Source: an optimization exercise on an open RTL-to-GDS flow (aim: small area, a short achievable clock period and few clock cycles per item). Production flows keep margins and buffers that such runs may drop. The RTL was checked by simulation tests, not by an equivalence proof against the original design. No activity file was given, so power comes from the tool's default toggle rates.

==> flow/design.v (excerpt) <==
module indexed_sequence_store_core (
  input  wire logic            clk_i,
  input  wire logic            rst_ni,
  input  wire logic            req_valid_i,
  output logic                 req_ready_o,
  input  wire logic [2:0]      req_type_i,
  input  wire logic [31:0]     req_value_i,
  input  wire logic [5:0]      req_position_i,
  output logic                 rsp_valid_o,
  input  wire logic            rsp_ready_i,
  output logic [1:0]           rsp_status_o,
  output logic [4:0]           rsp_found_position_o,
  output logic [31:0]          rsp_front_value_o,
  output logic [31:0]          rsp_back_value_o,
  output logic [4:0]           rsp_length_o,
  output logic                 rsp_is_empty_o
);
  localparam int LIST_DEPTH = 16;
  localparam int VALUE_BITS = 32;
  localparam int CntW  = $clog2(LIST_DEPTH + 1);
  logic                  skid_v_q;
  logic [ReqW-1:0]       skid_type_q;
  logic [VALUE_BITS-1:0] skid_value_q;
  logic [PosW-1:0]       skid_pos_q;
  logic                  req_v_q;
  logic                  ins_q, pop_q, rmv_q, find_q;
  logic [LIST_DEPTH-1:0] mask_q;
  logic [VALUE_BITS-1:0] value_q;
  logic [ReqW-1:0]       src_type;
  logic [VALUE_BITS-1:0] src_value;
  logic [PosW-1:0]       src_pos;
  logic                  dec_ins, dec_pop, dec_rmv, dec_find;
  logic [LIST_DEPTH-1:0] dec_mask;
  logic [LIST_DEPTH-1:0] len_q;
  logic [CntW-1:0]       len_bin_q;
  logic [VALUE_BITS-1:0] back_q;
  logic [LIST_DEPTH*VALUE_BITS-1:0] ent;
  logic [LIST_DEPTH-1:0] sel_hold, sel_new, sel_left, sel_right;
  logic                  rsp_valid_q;
  isq_pkg::status_e      status_q, status_d;
  logic [CntW-1:0]       found_q, found_d;
  logic                  found_v_q;   
  logic                  go;
  logic                  apply;
  logic                  req_free;
  logic                  in_take;
  assign req_ready_o = !skid_v_q;
  assign in_take     = req_valid_i && !skid_v_q;
  assign go          = rsp_ready_i || !rsp_valid_q;
  assign apply       = req_v_q && go;
  assign req_free    = !req_v_q || go;
  assign src_type  = skid_v_q ? skid_type_q  : req_type_i;
  assign src_value = skid_v_q ? skid_value_q : req_value_i;
  assign src_pos   = skid_v_q ? skid_pos_q   : req_position_i;
  isq_ctrl #(
  ...
Settings: LEC_CHECK=0, CAP_MARGIN=20, CORE_MARGIN=2, CORE_UTILIZATION=40, CTS_CLUSTER_DIAMETER=80, CTS_CLUSTER_SIZE=20, SETUP_SLACK_MARGIN=3.5, SLEW_MARGIN=20, SYNTH_HIERARCHICAL=1, SYNTH_MINIMUM_KEEP_SIZE=0, TNS_END_PERCENT=0; clock period 6.0 ns.
standard.sh (not shown) runs the stock make flow with config.mk's settings and CLKGATE_MAP_FILE= SYNTH_SCRIPT=/design/flow/synth_recipe.tcl, a recipe that flattens the netlist after the stock synthesis.
==> flow/flow/run.sh <==
#!/bin/bash
# The standard layout (the standard.sh, standard synthesis included), with
# plain buf_2 cells as the port buffers instead of the flow's default choice.
set -euo pipefail
bash standard.sh "BUFFER_PORTS_ARGS=-buffer_cell sky130_fd_sc_hd__buf_2" finish > standard_flow.log 2>&1
Testbench counts at the start, summed over its fixed seeds: cycles 6,416, items 6,400.
Change:
--- a/flow/design.v
+++ b/flow/design.v
@@ -308,18 +308,16 @@
       len_nx     = {1'b0, len_q[LIST_DEPTH-1:1]};
       len_bin_nx = len_bin_q - CntW'(1);
     end
     if (req_v_q) begin
       if (ins_ok && at_end) begin
         back_nx = value_q;
       end else if (rem_ok && rm_last) begin
         back_nx = rd_m2;
-      end else if (!len_q[0]) begin
-        back_nx = '0;
       end
     end
   end
   always_ff @(posedge clk_i or negedge rst_ni) begin
     if (!rst_ni) begin
       len_q       <= '0;
       len_bin_q   <= '0;
       rsp_valid_q <= 1'b0;
@@ -338,13 +336,13 @@
       found_q  <= found_d;
       found_v_q <= find_q;
     end
   end
   assign rsp_valid_o          = rsp_valid_q;
   assign rsp_status_o         = status_q;
   assign rsp_found_position_o = found_q & {CntW{found_v_q}};
   assign rsp_front_value_o    = ent[VALUE_BITS-1:0];
-  assign rsp_back_value_o     = back_q;
+  assign rsp_back_value_o     = back_q & {VALUE_BITS{len_q[0]}};
   assign rsp_length_o         = len_bin_q;
   assign rsp_is_empty_o       = !len_q[0];
 endmodule
 `default_nettype wire
- The new run ran to the end with no violations
- global-route usage drops by 3.6 points
- non-clock buffer count drops by 73
- area after synthesis climbs by 0.73%
- worst hold slack improved by 0.0035 ns
- power drops by 3.1%
- via count drops by 3.1%
- cell count drops by 0.76%
- fmax drops by 6.0%
- design area drops by 2.8%
- count of clock-buffer cells in the layout drops by 3
- clock skew climbs by 0.0053 ns
- clock power drops by about 3%
Testbench counts after the change, summed over its fixed seeds: cycles 6,416, items 6,400.

## port drivers added, routing unchanged
The results above use ideal ports. As a check the final layouts listed here were re-extracted and re-timed, cells and wires unchanged.
Step 1 assumes that a clkbuf_16 drives the clock port and a buf_2 every other input.
Step 2 also shifts input and output timing later by t, the mid clock arrival at the registers, as if the neighbouring blocks saw the same clock.
a / b / c = no drivers / after step 1 / after step 2; a / b = the first two.
run | t, ns | slack for setup (ns) | hold slack, ns | worst setup path at the end | worst slew at a driven data input, ns
the first run | 0.723 | 3.232 / 3.195 / 2.889 | 0.472 / 0.472 / 0.472 | input to register | 0.05
the second run | 0.725 | 3.056 / 3.056 / 2.548 | 0.475 / 0.475 / 0.475 | input to register | 0.08
After both steps setup and hold are still met in every run listed. The setup slack of the second run, which loses most, moves by 0.000 ns with the drivers and by -0.508 ns with both steps.
